This design comes from an exercise in tuning for small area and a short achievable clock period on the open sky130 flow, not from production work.
Function not checked in this run: the RTL went through the layout flow alone.
Power figures rest on the tool's default switching activity, not on a simulated workload.

==> flow/design.v <==
package trace_pkg;
    localparam logic SRC_RF = 1'b0;
    localparam logic SRC_DM = 1'b1;
    localparam int TRACE_XLEN   = 32;
    localparam int TRACE_ADDR_W = 8;
    localparam int TRACE_CYC_W  = 16;
    typedef struct packed {
        logic                    src;
        logic [TRACE_CYC_W-1:0]  cycle;
        logic [TRACE_ADDR_W-1:0] addr;
        logic [TRACE_XLEN-1:0]   data;
    } trace_entry_t;
    function automatic int entry_width(input int xlen, input int addr_w, input int cyc_w);
        entry_width = 1 + cyc_w + addr_w + xlen;
    endfunction
endpackage
module trace_fifo
#(
    parameter int WIDTH = trace_pkg::entry_width(trace_pkg::TRACE_XLEN, trace_pkg::TRACE_ADDR_W, trace_pkg::TRACE_CYC_W),
    parameter int DEPTH = 16
) (
    input  logic             clk,
    input  logic [DEPTH-1:0] wr_en,
    input  logic [WIDTH-1:0] wr_even,
    input  logic [WIDTH-1:0] wr_odd,
    input  logic [DEPTH-1:0] rd_sel,
    output logic [WIDTH-1:0] rd_data
);
    logic [WIDTH-1:0] mem_q [DEPTH];
    always_ff @(posedge clk) begin
        for (int i = 0; i < DEPTH; i++)
            if (wr_en[i]) mem_q[i] <= (i % 2 == 0) ? wr_even : wr_odd;
    end
    always_comb begin
        rd_data = '0;
        for (int i = 0; i < DEPTH; i++)
            rd_data = rd_data | (mem_q[i] & {WIDTH{rd_sel[i]}});
    end
endmodule
module reg_trace_buffer
#(
    parameter int XLEN       = 32,
    parameter int ADDR_W     = 8,
    parameter int DEPTH      = 16,
    parameter int CYC_W      = 16,
    parameter int MAX_CYCLES = 40000,
    parameter int OVF_W      = 8,
    localparam int ENTRY_W   = trace_pkg::entry_width(XLEN, ADDR_W, CYC_W),
    localparam int CNT_W     = $clog2(DEPTH) + 1
) (
    input  logic               clk,
    input  logic               rst,
    input  logic               rf_we,
    input  logic [4:0]         rf_waddr,
    input  logic [XLEN-1:0]    rf_wdata,
    input  logic               dm_we,
    input  logic [XLEN-1:0]    dm_addr,
    input  logic [XLEN-1:0]    dm_wdata,
    output logic               rd_valid,
    input  logic               rd_ready,
    output logic [ENTRY_W-1:0] rd_data,
    output logic [CNT_W-1:0]   count,
    output logic               full,
    output logic               halted,
    output logic [CYC_W-1:0]   cycle,
    output logic [OVF_W-1:0]   ovf_cnt
);
    typedef struct packed {
        logic le14;
        logic eq15;
        logic eq2;
        logic ge2;
        logic eq1;
        logic full;
        logic valid;
    } cflags_t;
    function automatic cflags_t flags_of(input logic [CNT_W-1:0] v);
        flags_of = {v <= CNT_W'(DEPTH - 2), v == CNT_W'(DEPTH - 1), v == CNT_W'(2),
                    v >= CNT_W'(2), v == CNT_W'(1), v == CNT_W'(DEPTH), v != '0};
    endfunction
    logic [CYC_W-1:0]   cycle_q;
    logic               halted_q;
    logic [OVF_W-1:0]   ovf_q;
    logic [CNT_W-1:0]   count_q;
    cflags_t            fl_q;
    logic [ENTRY_W-1:0] head_q;
    logic [DEPTH-1:0]   wp_q;      
    logic               wp_odd_q;  
    logic [DEPTH-1:0]   rn_q;      
    logic [4:0]         s_rf_addr_q;
    logic [XLEN-1:0]    s_rf_data_q;
    logic [ADDR_W-1:0]  s_dm_addr_q;
    logic [XLEN-1:0]    s_dm_data_q;
    logic               s_rf_first_q;  
    logic               s_pa_q;        
    logic               s_pb_q;        
    logic               byp0_q;        
    logic               byp1_q;        
    logic               ev_rf, ev_dm, ev_any, ev_both, pop;
    logic               s1, s2, pa, pb, drop1, drop2;
    logic [CYC_W-1:0]   s_cyc;
    logic [ENTRY_W-1:0] entry_rf, entry_dm, s_entry_rf, s_entry_dm, s_entry_0;
    logic [ENTRY_W-1:0] wr_even, wr_odd, mread, head_src;
    logic [DEPTH-1:0]   wr_en;
    logic               unused_dm_addr;
    assign unused_dm_addr = ^dm_addr[XLEN-1:ADDR_W];
    assign ev_rf = rf_we && !halted_q;
    assign ev_dm   = dm_we && !halted_q;
    assign ev_any  = ev_rf || ev_dm;
    assign ev_both = ev_rf && ev_dm;
    assign entry_rf = {trace_pkg::SRC_RF, cycle_q, ADDR_W'(rf_waddr), rf_wdata};
    assign entry_dm = {trace_pkg::SRC_DM, cycle_q, dm_addr[ADDR_W-1:0], dm_wdata};
    assign pop = fl_q.valid && rd_ready;
    assign s1 = !fl_q.full || rd_ready;
    assign s2 = fl_q.le14 || (fl_q.eq15 && rd_ready);
    assign pa    = ev_any && s1;
    assign pb    = ev_both && s2;
    assign drop2 = ev_both && !s1;
    assign drop1 = (ev_any && !ev_both && !s1) || (ev_both && s1 && !s2);
    always_ff @(posedge clk) begin
        s_rf_addr_q  <= rf_waddr;
        s_rf_data_q  <= rf_wdata;
        s_dm_addr_q  <= dm_addr[ADDR_W-1:0];
        s_dm_data_q  <= dm_wdata;
        s_rf_first_q <= rf_we;
    end
    always_ff @(posedge clk) begin
        if (rst) begin
            s_pa_q <= 1'b0;
            s_pb_q <= 1'b0;
            byp0_q <= 1'b0;
            byp1_q <= 1'b0;
        end else begin
            s_pa_q <= pa;
            s_pb_q <= pb;
            byp0_q <= pa && ((fl_q.eq1 && !rd_ready) || (fl_q.eq2 && rd_ready));
            byp1_q <= pb && (!fl_q.valid || (fl_q.eq1 && rd_ready));
        end
    end
    assign s_cyc      = cycle_q - CYC_W'(1);
    assign s_entry_rf = {trace_pkg::SRC_RF, s_cyc, ADDR_W'(s_rf_addr_q), s_rf_data_q};
    assign s_entry_dm = {trace_pkg::SRC_DM, s_cyc, s_dm_addr_q, s_dm_data_q};
    assign s_entry_0  = s_rf_first_q ? s_entry_rf : s_entry_dm;
    always_comb begin
        for (int i = 0; i < DEPTH; i++)
            wr_en[i] = (s_pa_q && wp_q[i]) || (s_pb_q && wp_q[(i + DEPTH - 1) % DEPTH]);
    end
    assign wr_even = (wp_odd_q || !s_rf_first_q) ? s_entry_dm : s_entry_rf;
    assign wr_odd  = (!wp_odd_q || !s_rf_first_q) ? s_entry_dm : s_entry_rf;
    trace_fifo #(
        .WIDTH (ENTRY_W),
        .DEPTH (DEPTH)
    ) u_fifo (
        .clk     (clk),
        .wr_en   (wr_en),
        .wr_even (wr_even),
        .wr_odd  (wr_odd),
        .rd_sel  (rn_q),
        .rd_data (mread)
    );
    always_comb begin
        if (fl_q.ge2)   head_src = byp0_q ? s_entry_0 : byp1_q ? s_entry_dm : mread;
        else if (ev_rf) head_src = entry_rf;
        else if (ev_dm) head_src = entry_dm;
        else            head_src = '0;
    end
    always_ff @(posedge clk) begin
        if (rst)                          head_q <= '0;
        else if (!fl_q.valid || rd_ready) head_q <= head_src;
    end
    always_ff @(posedge clk) begin
        if (rst) begin
            wp_q     <= DEPTH'(1);
            wp_odd_q <= 1'b0;
            rn_q     <= DEPTH'(2);
        end else begin
            if (s_pb_q)      wp_q <= {wp_q[DEPTH-3:0], wp_q[DEPTH-1:DEPTH-2]};
            else if (s_pa_q) wp_q <= {wp_q[DEPTH-2:0], wp_q[DEPTH-1]};
            if (s_pa_q && !s_pb_q) wp_odd_q <= !wp_odd_q;
            if (pop)         rn_q <= {rn_q[DEPTH-2:0], rn_q[DEPTH-1]};
        end
    end
    logic [CNT_W-1:0] cnt_m1, cnt_p1, cnt_p2, count_d;
    cflags_t          fl_d;
    assign cnt_m1 = count_q - CNT_W'(1);
    assign cnt_p1 = count_q + CNT_W'(1);
    assign cnt_p2 = count_q + CNT_W'(2);
    always_comb begin
        case ({pop, pa, pb})
            3'b100:  begin count_d = cnt_m1;  fl_d = flags_of(cnt_m1); end
            3'b010:  begin count_d = cnt_p1;  fl_d = flags_of(cnt_p1); end
            3'b011:  begin count_d = cnt_p2;  fl_d = flags_of(cnt_p2); end
            3'b111:  begin count_d = cnt_p1;  fl_d = flags_of(cnt_p1); end
            default: begin count_d = count_q; fl_d = fl_q;             end
        endcase
    end
    always_ff @(posedge clk) begin
        if (rst) begin
            count_q <= '0;
            fl_q    <= flags_of('0);
        end else begin
            count_q <= count_d;
            fl_q    <= fl_d;
        end
    end
    logic [OVF_W:0]   ovf_p1, ovf_p2;
    logic [OVF_W-1:0] ovf_s1, ovf_s2;
    assign ovf_p1 = {1'b0, ovf_q} + (OVF_W + 1)'(1);
    assign ovf_p2 = {1'b0, ovf_q} + (OVF_W + 1)'(2);
    assign ovf_s1 = ovf_p1[OVF_W] ? '1 : ovf_p1[OVF_W-1:0];
    assign ovf_s2 = ovf_p2[OVF_W] ? '1 : ovf_p2[OVF_W-1:0];
    always_ff @(posedge clk) begin
        if (rst) begin
            cycle_q  <= '0;
            halted_q <= 1'b0;
            ovf_q    <= '0;
        end else begin
            if (!halted_q) begin
                cycle_q <= cycle_q + CYC_W'(1);
                if (MAX_CYCLES != 0 && cycle_q == CYC_W'(MAX_CYCLES - 1)) halted_q <= 1'b1;
            end
            if (drop2)      ovf_q <= ovf_s2;
            else if (drop1) ovf_q <= ovf_s1;
        end
    end
    assign rd_valid = fl_q.valid;
    assign rd_data  = head_q;
    assign count    = count_q;
    assign full     = fl_q.full;
    assign halted   = halted_q;
    assign cycle    = cycle_q;
    assign ovf_cnt  = ovf_q;
endmodule
==> flow/run.sh <==
#!/bin/bash
# synth_recipe.tcl (not shown) runs the flow's synth.tcl, then flattens the netlist and writes it again
# the make line also repeats each setting of config.mk as NAME=value (left out here)
make -C /OpenROAD-flow-scripts/flow DESIGN_CONFIG=/design/flow/config.mk WORK_HOME=/design/flow/orfs CLKGATE_MAP_FILE= SYNTH_SCRIPT=/design/flow/synth_recipe.tcl finish
==> flow/config.mk <==
export PLATFORM = sky130hd
export DESIGN_NAME = reg_trace_buffer
export DESIGN_NICKNAME = reg_trace_buffer
export VERILOG_FILES = /design/flow/design.v
export SDC_FILE = /design/flow/constraint.sdc
export NUM_CORES = 4
export LEC_CHECK = 0
export CAP_MARGIN = 20
export CORE_MARGIN = 2
export CORE_UTILIZATION = 55
export SETUP_SLACK_MARGIN = 2.4
export SLEW_MARGIN = 20
==> flow/constraint.sdc <==
create_clock -name core_clock -period 4.3 [get_ports {clk}]
set_input_delay 0.8600 -clock core_clock [delete_from_list [all_inputs] [get_ports {clk}]]
set_output_delay 0.8600 -clock core_clock [all_outputs]
set_load 0.01 [all_outputs]
==> results.cfg <==
[outcome]
outcome = timing/DRC/antenna clean

[synthesis]
synth_top_cell_by_area = edfxtp_1
synth.net_count = 2961
ys_ff_latch = 1121
synth_common_cells = edfxtp_1 (912), a22oi_1 (318), dfxtp_1 (209), clkbuf_1 (196), nand2_1 (146)
synth_adder_area_share = 0.00497
synth-simple-area-share = 0.0602
ys_warn_count = 3
yosysTopAreaCellShare = 0.639
synth_mux_area_frac = 0.0341
ys_async_sr_fraction = 0
synth_compound_area_frac = 0.135
ys_seq_area_frac = 0.737
synth_edf_count = 912
yosysUniqueCellTypes = 66
synth_xor_area_frac = 0.00736
ys.flop_type = edfxtp_1
synth.area.top_cells = edfxtp_1 (64%), dfxtp_1 (9.8%), a22oi_1 (5.6%)
synthesis.area_mm2 = 0.0428
yosysMostFrequentCell = edfxtp_1
synth_top_family_by_area = compound AO/OA/AOI/OAI gates
syn_inst = 2838
avgSynthCellArea_um2 = 15.1

[worst_setup_path]
arrival_ns = 3.10
required_ns = 4.88
cp-end-kind = flip-flop
cp_slowest_cell = or3_4
path_max_fanout = 6
crit_path_cell_trace = nor2b_4 > buf_12 > inv_6 > ha_4 > or3_4 > a211oi_2 > a221oi_4 > or3_1 > o31ai_1
r2r_cells = 9
critical_path_class = flip-flop to flip-flop
critPathMaxStageDelay_ns = 0.44
cp-start-kind = flip-flop

[floorplan]
die_h_um = 283
io_pins = 195
die_w_um = 283
floorplan.initialDensity = 0.554
fp.coreArea_mm2 = 0.0773
num_rows = 102
die-area_mm2 = 0.0801

[hold_path]
hold_depth = 1
worstHoldPathType = input pin to flip-flop

[power_and_ir_drop]
p_int_mw = 19.0
cellPowerDensity_mw_per_mm2 = 448
vdd_drop_max_v = 0.000355
switchingPower_mw = 6.08
pwr-share-comb = 0.119
p_seq_frac = 0.497
power.leakage_nw = 18.9
p_clk_frac = 0.385
swShare = 0.242

[sta]
setup_violations = 0
rsz0062_at_grt = true
slew_viol_final = 0
hold_viol_final = 0
slew_headroom = 0.368
tightest_slew_ns = 0.948
hold_ws_ns = 0.392
timing.setup.tns_ns = 0
clock.fmax_ghz = 0.397
post-route-min-period_ns = 2.52
finalClockSkew_ns = 0.0323
finalCritPeriodShare = 0.586

[clocking]
clkLatencyLatePin_ns = 0.69
cts_tree = done
clk_path_buf_depth = 3
clk_pin_slew_ns = 0.06
cts_max_level = 3
cts_made_buffers = 110
cts_root_buffer = clkbuf_16
cts.sinks = 1121

[cells_and_area]
multi_input_area_mm2 = 0.0127
stdcell_area_mm2 = 0.0561
area_growth_pct = 30.9
fin_nets = 3431
register_area_mm2 = 0.0319
fillCellCount = 4926
final_core_util = 0.725
drive_above_1_share = 0.339
stdcell_count = 4446

[placed_design]
gp_congestion = 0.850
portBuffers = 170
place_hpwl_mm = 72.1
place_inst = 3911
place_area_mm2 = 0.0465

[detailed_routing]
wirelength_mm = 157
dr_wl_met3_mm = 19.9
initialDrtViolationCount = 5005
wl_per_cell_um = 35.3
ant_nets = 0
drc = 0
met1_length_mm = 58.7
dr.pass1.iters = 6
route.met2.wl_mm = 71.2
via_per_inst = 6.97
via_count = 31000
highest-signal-layer = met5

[global_routing]
grt_pass1_vias = 30000
antenna_found_initial = 3
grt_pass1_wl_mm = 218
globalRouteTotalUtil = 0.378
overflow = 0
grt_start_max_net_pins = 82

[flow_run]
cap_violations = 0
[cell type report]
cell class | instances | area share
inverter | 17 | 0.00149
clock inverter | 62 | 0.00977
sequential | 1121 | 0.568
clock buffer | 147 | 0.0545
timing repair buffer | 562 | 0.116
tap | 1040 | 0.0232
antenna | 1 | 0.0000446
multi-input combinational | 1496 | 0.227
[critical path: cells and delay by family (launching register included)]
family / cells / cell delay, ns
adder cells (fa/ha/maj): 1 / 0.15
buffers and inverters: 2 / 0.16
flip-flops: 1 / 0.39
AO/OA/AOI/OAI: 3 / 0.67
AND/OR/NAND/NOR: 3 / 1.03
[sequential cells by signal (all words and copies together), names as in the netlist, 7 cells and up]
name	flops
cycle_q	16
fl_q	7
head_q	57
ovf_q	8
rn_q	16
s_dm_addr_q	8
s_dm_data_q	32
s_rf_data_q	32
u_fifo.mem_q	912
wp_q	16
[placed cells by master (no fill, tap or decap), types with 18 or more instances in the layout]
master	instances
a221o_1	37
nor2b_1	44
edfxtp_1	912
clkdlybuf4s50_1	77
buf_12	73
dfxtp_1	93
nand4_1	65
buf_4	196
mux2_2	112
a22o_4	26
a2111oi_4	23
a2111oi_2	18
nand2_1	138
a22oi_2	32
a22oi_1	286
clkinv_2	28
clkbuf_16	116
dfxtp_4	54
clkbuf_1	26
nor2_1	75
dfxtp_2	62
mux2i_1	19
nand3_1	101
o21ai_0	26
buf_6	178
a222oi_1	55
a21oi_1	107
[power groups by stage]
| stage | combinational [mW] | clock, mW | sequential, mW |
|---|---|---|---|
| final | 2.98 | 9.66 | 12.5 |
| after global routing | 3.11 | 10.1 | 12.5 |
| after CTS | 2.66 | 9.64 | 12.5 |
| after detailed placement | 2.06 | 0 | 12.7 |
| after global placement | 2.03 | 0 | 12.7 |
| after floorplan | 1.22 | 0 | 12.6 |
[kinds of logic (layout without fill, tap and decap cells)]
kind of cell	count (synthesis)	after routing
xor+xnor	36	36
mux	132	132
buf+inv	242	788
flops	1121	1121
compound gates	766	784
simple gates	524	527
fa+ha+maj	17	17
other cells	0	1
[path summary, 6_finish.rpt]
check	startpoint	end	slack [ns]
worst min-delay path	rf_we	s_rf_first_q$_DFF_P_	0.39
worst min register to register	head_q[21]$_SDFFE_PP0P_	head_q[21]$_SDFFE_PP0P_	0.46
worst max register to register	halted_q$_SDFF_PP0_	fl_q[5]$_SDFFE_PP0P_	1.78
worst max-delay path	halted_q$_SDFF_PP0_	fl_q[5]$_SDFFE_PP0P_	1.78
[per-stage QoR]
step	total power [mW]	setup WS (ns)
after floorplan	13.8	1.47
after global placement	14.7	0.557
after detailed placement	14.7	0.532
after CTS	24.8	1.92
after global routing	25.7	1.73
final	25.1	1.78
[metal layers]
metal,GRT usage,vias to the layer above
met4,0.145,2
met1,0.533,15800
met5,0,-
met3,0.0857,438
li1,-,12500
met2,0.579,2300
[repair_timing]
item                        CTS  global route
setup buffers               229            59
setup endpoints to repair  1880           796
pin swaps                   159           143
gates resized for setup     937           162
hold buffers                  0             0
cloned                       34             3

==> what the ideal ports hide <==
Ports are ideal in the flow. The routed layout listed here was re-timed in OpenROAD.
Step 1, drivers: a clkbuf_16 drives clk and a buf_2 each remaining input, both assumed.
Step 2 adds t to the input delays and takes it off the output delays; t is the mean of the earliest and latest rising clock arrival at the registers after step 1. Input paths then give back, and output paths get back, about the clock's delay inside the block.
Slacks: no drivers / after step 1 / after step 2; pairs: no drivers / after step 1.
shift t [ns]: 0.750
slack for setup (ns): 1.781 / 1.781 / 1.097
latest minus earliest clock arrival (ns): 0.032 / 0.033
worst slew at a driven data input, ns: 0.06
pins driven straight from the clock port: 1
After both steps setup and hold are still met in this run. The setup slack of this run moves by 0.000 ns with the drivers and by -0.684 ns with both steps.
